This is an optimization exercise on Yosys and OpenROAD, whose aim is small area, not a production implementation.
RTL that was checked went through simulation tests only; none was proved equivalent to the original.

==> inputs of branch tundra <==
Design ttl_pattern_gen, start of the top module:
module ttl_pattern_gen #(
   parameter int CH_NUM  = 8,
   parameter int CNT_W   = 16,
   parameter int BURST_W = 8,
   parameter int LB_DLY  = 4
) (
   input  logic              CLK_40M,
   input  logic              RST,
   input  logic              CFG_WE,
   input  logic [3:0]        CFG_CH,
   input  logic [1:0]        CFG_ADDR,
   input  logic [CNT_W-1:0]  CFG_DATA,
   input  logic              START,
   input  logic              STOP,
   output logic [CH_NUM-1:0] OUT,
   output logic [CH_NUM-1:0] BUSY,
   output logic              DONE,
   input  logic [CH_NUM-1:0] RX,
   output logic [15:0]       ERR_CNT
);
clock: 10.0 ns
lec_check: 0
abc_area: 1
cap_margin: 20
core_margin: 2
core_utilization: 70
cts_buf_list: sky130_fd_sc_hd__clkbuf_16
cts_cluster_diameter: 70
cts_cluster_size: 30
gpl_timing_driven: 0
slew_margin: 20
synth_hierarchical: 1
standard.sh (not shown) runs the stock make flow with config.mk's settings and CLKGATE_MAP_FILE= SYNTH_SCRIPT=/design/flow/synth_recipe.tcl, a recipe that flattens the netlist after the stock synthesis.
==> flow/flow/run.sh <==
#!/bin/bash
# Own layout flow: the standard ORFS flow (standard.sh) with three changes, all passed as
# make variables:
#  * SCRIPTS_DIR: a copy of ORFS's scripts in which abc_area.script maps the logic with ABC's
#    area-oriented mapper (amap) instead of its delay-oriented one; everything else, including
#    the flip-flop mapping, is ORFS's own;
#  * CTS_ARGS: the clock tree options the flow settings give, plus -dont_use_dummy_load;
#  * BUFFER_PORTS_ARGS: every input and output port still gets a buffer, the smallest one.
# The make output goes to flow_make.log here; ORFS keeps each step's log under orfs/logs/.
set -euo pipefail
rm -rf scripts_amap
cp -r "$FLOW_HOME/scripts" scripts_amap
cp flow/abc_area.script scripts_amap/abc_area.script
bash standard.sh \
  "SCRIPTS_DIR=$PWD/scripts_amap" \
  "CTS_ARGS=-sink_clustering_enable -repair_clock_nets -dont_use_dummy_load -buf_list sky130_fd_sc_hd__clkbuf_16 -sink_clustering_size 30 -sink_clustering_max_diameter 70" \
  "BUFFER_PORTS_ARGS=-buffer_cell sky130_fd_sc_hd__buf_1" \
  finish > flow_make.log 2>&1
==> flow/flow/abc_area.script <==
strash
dch
amap
topo
dnsize -c
==> inputs of branch juniper, as changes to branch tundra <==
==> flow/design.v (replaced) <==
module ttl_pattern_gen #(
   parameter int CH_NUM  = 8,
   parameter int CNT_W   = 16,
   parameter int BURST_W = 8,
   parameter int LB_DLY  = 4
) (
   input  logic              CLK_40M,
   input  logic              RST,
   input  logic              CFG_WE,
   input  logic [3:0]        CFG_CH,
   input  logic [1:0]        CFG_ADDR,
   input  logic [CNT_W-1:0]  CFG_DATA,
   input  logic              START,
   input  logic              STOP,
   output logic [CH_NUM-1:0] OUT,
   output logic [CH_NUM-1:0] BUSY,
   output logic              DONE,
   input  logic [CH_NUM-1:0] RX,
   output logic [15:0]       ERR_CNT
);
   function automatic logic [CNT_W-1:0] inc_c(input logic [CNT_W-1:0] x);
      logic c;
      c = 1'b1;
      for (int b = 0; b < CNT_W; b++) begin
         inc_c[b] = x[b] ^ c;
         c        = c & x[b];
      end
   endfunction
   function automatic logic [CNT_W-1:0] dec_c(input logic [CNT_W-1:0] x);
      logic c;
      c = 1'b1;
      for (int b = 0; b < CNT_W; b++) begin
         dec_c[b] = x[b] ^ c;
         c        = c & !x[b];
      end
   endfunction
   function automatic logic [BURST_W-1:0] dec_b(input logic [BURST_W-1:0] x);
      logic c;
      c = 1'b1;
      for (int b = 0; b < BURST_W; b++) begin
         dec_b[b] = x[b] ^ c;
         c        = c & !x[b];
      end
   endfunction
   logic [CNT_W-1:0] data_m1, data_neg;
   logic             data_nz;
   assign data_m1  = dec_c(CFG_DATA);
   assign data_neg = inc_c(~CFG_DATA);
   assign data_nz  = |CFG_DATA;
   logic [CH_NUM-1:0] busy_q, busy_d;
   logic [CH_NUM-1:0] out_c;
   logic              done_q;
   for (genvar i = 0; i < CH_NUM; i++) begin : g_ch
      logic we_ch;
      assign we_ch = CFG_WE && (CFG_CH == 4'(i));
      logic [CNT_W-1:0]   pm1_sh;    
      logic [CNT_W-1:0]   wid_sh;    
      logic [CNT_W-1:0]   dneg_sh;   
      logic [BURST_W-1:0] bur_sh;    
      logic               pnz_sh;    
      logic               wv_sh;     
      logic               dnz_sh;    
      always_ff @(posedge CLK_40M) begin
         if (we_ch && CFG_ADDR == 2'd0) pm1_sh  <= data_m1;
         if (we_ch && CFG_ADDR == 2'd1) wid_sh  <= CFG_DATA;
         if (we_ch && CFG_ADDR == 2'd3) dneg_sh <= data_neg;
      end
      always_ff @(posedge CLK_40M or posedge RST) begin
         if (RST) begin
            bur_sh <= '0;
            pnz_sh <= 1'b0;
            wv_sh  <= 1'b0;
            dnz_sh <= 1'b0;
         end else if (we_ch) begin
            case (CFG_ADDR)
               2'd0:    pnz_sh <= data_nz;
               2'd1:    wv_sh  <= 1'b1;
               2'd2:    bur_sh <= CFG_DATA[BURST_W-1:0];
               default: dnz_sh <= data_nz;
            endcase
         end
      end
      logic [CNT_W-1:0]   k_q, k_d, k_inc;
      logic [CNT_W-1:0]   pm1_q, wid_q;
      logic [BURST_W-1:0] brem_q;
      logic               dly_q, f_q, wv_q;
      logic               eop, last, at_w;
      assign k_inc = inc_c(k_q);
      assign eop   = !dly_q && (k_q == pm1_q);
      assign at_w  = (k_q == wid_q);
      assign last  = (brem_q == BURST_W'(1));
      assign k_d   = START ? (dnz_sh ? dneg_sh : '0) : (eop ? '0 : k_inc);
      always_comb begin
         if (STOP) busy_d[i] = 1'b0;
         else if (START) busy_d[i] = pnz_sh;
         else busy_d[i] = busy_q[i] && !(eop && last);
      end
      always_ff @(posedge CLK_40M) begin
         k_q <= k_d;
         f_q <= !(START || dly_q || eop) && (f_q || at_w);
         if (START) begin
            pm1_q  <= pm1_sh;
            wid_q  <= wid_sh;
            wv_q   <= wv_sh;
            brem_q <= bur_sh;
            dly_q  <= dnz_sh;
         end else begin
            if (eop && brem_q != '0) brem_q <= dec_b(brem_q);
            if (dly_q && k_q == '1) dly_q <= 1'b0;
         end
      end
      assign out_c[i] = busy_q[i] && wv_q && !dly_q && !f_q && !at_w && !eop;
   end
   always_ff @(posedge CLK_40M or posedge RST) begin
      if (RST) begin
         busy_q <= '0;
         done_q <= 1'b0;
      end else begin
         busy_q <= busy_d;
         done_q <= (|busy_q) && !(|busy_d) && !STOP && !START;
      end
   end
   assign OUT  = out_c;
   assign BUSY = busy_q;
   assign DONE = done_q;
   logic [CH_NUM-1:0] pipe_q [LB_DLY];
   logic [CH_NUM-1:0] mis;
   logic [15:0]       err_q;
   logic [3:0]        nmis;
   logic [15:0]       err_sum;
   logic              err_co;
   function automatic logic [1:0] fadd(input logic a, input logic b, input logic c);
      fadd = {(a & b) | (a & c) | (b & c), a ^ b ^ c};
   endfunction
   logic [1:0] s0, s1, s2, s3, s4, s5;
   always_comb begin
      mis  = (RX ^ pipe_q[LB_DLY-1]) & busy_q;
      s0   = fadd(mis[0], mis[1], mis[2]);
      s1   = fadd(mis[3], mis[4], mis[5]);
      s2   = {mis[6] & mis[7], mis[6] ^ mis[7]};
      s3   = fadd(s0[0], s1[0], s2[0]);
      s4   = fadd(s0[1], s1[1], s2[1]);
      s5   = {s4[0] & s3[1], s4[0] ^ s3[1]};
      nmis = {s4[1] & s5[1], s4[1] ^ s5[1], s5[0], s3[0]};
   end
   always_comb begin
      logic c;
      logic [1:0] fa;
      c = 1'b0;
      for (int b = 0; b < 16; b++) begin
         if (b < 4) begin
            fa = fadd(err_q[b], nmis[b], c);
            err_sum[b] = fa[0];
            c = fa[1];
         end else begin
            err_sum[b] = err_q[b] ^ c;
            c = c & err_q[b];
         end
      end
      err_co = c;
   end
   always_ff @(posedge CLK_40M or posedge RST) begin
      if (RST) begin
         for (int k = 0; k < LB_DLY; k++) pipe_q[k] <= '0;
         err_q <= '0;
      end else begin
         pipe_q[0] <= out_c;
         for (int k = 1; k < LB_DLY; k++) pipe_q[k] <= pipe_q[k-1];
         if (START) err_q <= '0;
         else err_q <= err_co ? 16'hFFFF : err_sum;
      end
   end
   assign ERR_CNT = err_q;
endmodule
==> flow/run.sh (new file) <==
#!/bin/bash
# synth_recipe.tcl (not shown) runs the flow's synth.tcl, then flattens the netlist and writes it again
# the make line also repeats each setting of config.mk as NAME=value (left out here)
make -C /OpenROAD-flow-scripts/flow DESIGN_CONFIG=/design/flow/config.mk WORK_HOME=/design/flow/orfs CLKGATE_MAP_FILE= SYNTH_SCRIPT=/design/flow/synth_recipe.tcl finish
CORE_UTILIZATION = 60   (was 70)
CTS_CLUSTER_DIAMETER = 60   (was 70)
CTS_CLUSTER_SIZE = 25   (was 30)
GPL_TIMING_DRIVEN = default   (was 0)
SYNTH_HIERARCHICAL = default   (was 1)
removed: flow/flow/run.sh
removed: flow/flow/abc_area.script
removed: flow/standard.sh
==> inputs of branch maple, as changes to branch tundra <==
--- a/flow/design.v
+++ b/flow/design.v
@@ -22,53 +22,62 @@
       logic c;
       c = 1'b1;
       for (int b = 0; b < CNT_W; b++) begin
          inc_c[b] = x[b] ^ c;
          c        = c & x[b];
       end
    endfunction
-   function automatic logic [BURST_W-1:0] dec_b(input logic [BURST_W-1:0] x, input logic bi);
-      logic c;
-      c = bi;
+   function automatic logic [CNT_W-1:0] dec_c(input logic [CNT_W-1:0] x);
+      logic c;
+      c = 1'b1;
+      for (int b = 0; b < CNT_W; b++) begin
+         dec_c[b] = x[b] ^ c;
+         c        = c & !x[b];
+      end
+   endfunction
+   function automatic logic [BURST_W-1:0] dec_b(input logic [BURST_W-1:0] x);
+      logic c;
+      c = 1'b1;
       for (int b = 0; b < BURST_W; b++) begin
          dec_b[b] = x[b] ^ c;
          c        = c & !x[b];
       end
    endfunction
-   logic [CNT_W-1:0] data_neg;
+   logic [CNT_W-1:0] data_m1, data_neg;
    logic             data_nz;
+   assign data_m1  = dec_c(CFG_DATA);
    assign data_neg = inc_c(~CFG_DATA);
    assign data_nz  = |CFG_DATA;
    logic [CH_NUM-1:0] busy_q, busy_d;
    logic [CH_NUM-1:0] out_c;
    logic              done_q;
    for (genvar i = 0; i < CH_NUM; i++) begin : g_ch
       logic we_ch;
       assign we_ch = CFG_WE && (CFG_CH == 4'(i));
-      logic [CNT_W-1:0]   per_sh;    
+      logic [CNT_W-1:0]   pm1_sh;    
       logic [CNT_W-1:0]   wid_sh;    
       logic [CNT_W-1:0]   dneg_sh;   
       logic [BURST_W-1:0] bur_sh;    
       logic               pnz_sh;    
       logic               wv_sh;     
       logic               dnz_sh;    
       logic we_p, we_w, we_b, we_d;
       assign we_p = we_ch && CFG_ADDR == 2'd0;
       assign we_w = we_ch && CFG_ADDR == 2'd1;
       assign we_b = we_ch && CFG_ADDR == 2'd2;
       assign we_d = we_ch && CFG_ADDR == 2'd3;
-      logic [CNT_W-1:0]   per_sh_d, wid_sh_d, dneg_sh_d;
+      logic [CNT_W-1:0]   pm1_sh_d, wid_sh_d, dneg_sh_d;
       logic [BURST_W-1:0] bur_sh_d;
-      patgen_ao22 #(CNT_W)   u_per_sh (.s1(we_p), .a(CFG_DATA), .s0(!we_p), .b(per_sh), .y(per_sh_d));
+      patgen_ao22 #(CNT_W)   u_pm1_sh (.s1(we_p), .a(data_m1), .s0(!we_p), .b(pm1_sh), .y(pm1_sh_d));
       patgen_ao22 #(CNT_W)   u_wid_sh (.s1(we_w), .a(CFG_DATA), .s0(!we_w), .b(wid_sh), .y(wid_sh_d));
       patgen_ao22 #(CNT_W)   u_dly_sh (.s1(we_d), .a(data_neg), .s0(!we_d), .b(dneg_sh), .y(dneg_sh_d));
       patgen_ao22 #(BURST_W) u_bur_sh (.s1(we_b), .a(CFG_DATA[BURST_W-1:0]), .s0(!we_b), .b(bur_sh),
                                        .y(bur_sh_d));
       always_ff @(posedge CLK_40M) begin
-         per_sh  <= per_sh_d;
+         pm1_sh  <= pm1_sh_d;
          wid_sh  <= wid_sh_d;
          dneg_sh <= dneg_sh_d;
       end
       always_ff @(posedge CLK_40M or posedge RST) begin
          if (RST) begin
             bur_sh <= '0;
             pnz_sh <= 1'b0;
@@ -78,40 +87,40 @@
             bur_sh <= bur_sh_d;
             if (we_p) pnz_sh <= data_nz;
             if (we_w) wv_sh  <= 1'b1;
             if (we_d) dnz_sh <= data_nz;
          end
       end
       logic [CNT_W-1:0]   k_q, k_d, k_inc;
-      logic [CNT_W-1:0]   per_q, wid_q;
+      logic [CNT_W-1:0]   pm1_q, wid_q;
       logic [BURST_W-1:0] brem_q;
       logic               dly_q, f_q;
       logic               eop, last, at_w;
       assign k_inc = inc_c(k_q);
-      assign eop   = !dly_q && (k_inc == per_q);
+      assign eop   = !dly_q && (k_q == pm1_q);
       assign at_w  = (k_q == wid_q);
       assign last  = (brem_q == BURST_W'(1));
-      logic [CNT_W-1:0]   per_d, wid_d;
+      logic [CNT_W-1:0]   pm1_d, wid_d;
       logic [BURST_W-1:0] brem_d;
       logic               brem_dec;
-      assign brem_dec = eop && brem_q != '0;
+      assign brem_dec = !START && eop && brem_q != '0;
       patgen_ao22 #(CNT_W) u_k (.s1(START && dnz_sh), .a(dneg_sh), .s0(!START && !eop), .b(k_inc),
                                 .y(k_d));
-      patgen_ao22 #(CNT_W) u_per (.s1(START), .a(per_sh), .s0(!START), .b(per_q), .y(per_d));
+      patgen_ao22 #(CNT_W) u_pm1 (.s1(START), .a(pm1_sh), .s0(!START), .b(pm1_q), .y(pm1_d));
       patgen_ao22 #(CNT_W) u_wid (.s1(START && wv_sh), .a(wid_sh), .s0(!START), .b(wid_q), .y(wid_d));
-      patgen_ao22 #(BURST_W) u_brem (.s1(START), .a(bur_sh), .s0(!START), .b(dec_b(brem_q, brem_dec)),
-                                     .y(brem_d));
+      patgen_ao222 #(BURST_W) u_brem (.s1(START), .a(bur_sh), .s2(brem_dec), .b(dec_b(brem_q)),
+                                      .s0(!START && !brem_dec), .c(brem_q), .y(brem_d));
       always_comb begin
          if (STOP) busy_d[i] = 1'b0;
          else if (START) busy_d[i] = pnz_sh;
          else busy_d[i] = busy_q[i] && !(eop && last);
       end
       always_ff @(posedge CLK_40M) begin
          k_q    <= k_d;
-         per_q  <= per_d;
+         pm1_q  <= pm1_d;
          wid_q  <= wid_d;
          brem_q <= brem_d;
          f_q <= !(START || dly_q || eop) && (f_q || at_w);
          if (START) begin
             dly_q  <= dnz_sh;
          end else if (dly_q && k_q == '1) begin
             dly_q <= 1'b0;
@@ -187,7 +196,20 @@
    input  logic [W-1:0] a,
    input  logic         s0,
    input  logic [W-1:0] b,
    output logic [W-1:0] y
 );
    assign y = ({W{s1}} & a) | ({W{s0}} & b);
 endmodule
+module patgen_ao222 #(
+   parameter int W = 1
+) (
+   input  logic         s1,
+   input  logic [W-1:0] a,
+   input  logic         s2,
+   input  logic [W-1:0] b,
+   input  logic         s0,
+   input  logic [W-1:0] c,
+   output logic [W-1:0] y
+);
+   assign y = ({W{s1}} & a) | ({W{s2}} & b) | ({W{s0}} & c);
+endmodule
GPL_TIMING_DRIVEN = default   (was 0)
==> impl_metrics.json <==
{
  "status": "finished clean",
  "r2r_start": "g_ch[1].k_q[0]$_DFF_P_",
  "timing.slew.headroom": 0.189,
  "area_growth_pct": 8.19,
  "n_all_inverters": 363,
  "powerComb_mw": 1.49,
  "switching_power_mw": 2.32,
  "nonClkBufAreaFrac": 0.0244,
  "synth_top_area_frac": 0.456,
  "path_clk_slew_ps": 110,
  "fin_area_um2": 39900,
  "crit_arrival_ps": 6170
}
Source of the figures above: branch tundra

==> impl_metrics.json <==
{
  "switching_power_mw": 2.08,
  "layout_common_cells": "edfxtp_1, nand2_1, inv_1, ha_1, nor2_1",
  "n_all_inverters": 346,
  "nonClkBufAreaFrac": 0.0243,
  "p_leak_nw": 17.2,
  "gp_congestion": 0.898,
  "cellPowerDensity_nw_per_um2": 190,
  "status": "finished clean",
  "crit_arrival_ps": 8210,
  "r2r-end": "err_q[14]$_DFF_PP0_",
  "rsz0062_at_grt": "no",
  "r2r_start": "pipe_q[3][0]$_DFF_PP0_",
  "drc_errors": 0,
  "clock_skew_ps": 25.0,
  "synth_fa_ha_area_frac": 0.0661,
  "area_growth_pct": 9.79,
  "path_clk_slew_ps": 90
}
Source of the figures above: branch juniper

==> impl_metrics.json <==
{
  "powerComb_mw": 1.64,
  "path_clk_slew_ps": 110,
  "synth_top_area_frac": 0.452,
  "r2r_start": "busy_q[5]$_DFF_PP0_",
  "crit_arrival_ps": 7700,
  "diodes": 1,
  "grt_pass1_vias": 26808,
  "timing.slew.headroom": 0.245,
  "status": "finished clean",
  "switching_power_mw": 2.49
}
Source of the figures above: branch maple

The RTL of branch juniper was laid out without a check of its function.

afterwards: timing with drivers on the ports:
The flow's constraints put no driver on any port. The routed layouts listed below were extracted and timed again, unchanged, in two steps. Step 1, drivers: a clkbuf_16 drives CLK_40M and a buf_2 each remaining input, both assumed. Step 2 adds t to the input delays and takes it off the output delays; t is the mean of the earliest and latest rising clock arrival at the registers after step 1. Input paths then give back, and output paths get back, about the clock's delay inside the block. Three values: no drivers, after step 1, after step 2; two values: the first two.
run | t, ns | setup WS [ns] | worst register clock-pin slew, ns
branch tundra | 0.677 | 1.827 / 1.762 / 1.566 | 0.11 / 0.11
branch juniper | 0.722 | 2.287 / 2.336 / 1.614 | 0.10 / 0.10
branch maple | 0.670 | 2.771 / 2.811 / 2.140 | 0.11 / 0.11
After both steps setup and hold are still met in every run listed. The setup slack of branch juniper, which loses most, moves by +0.049 ns with the drivers and by -0.673 ns with both steps.
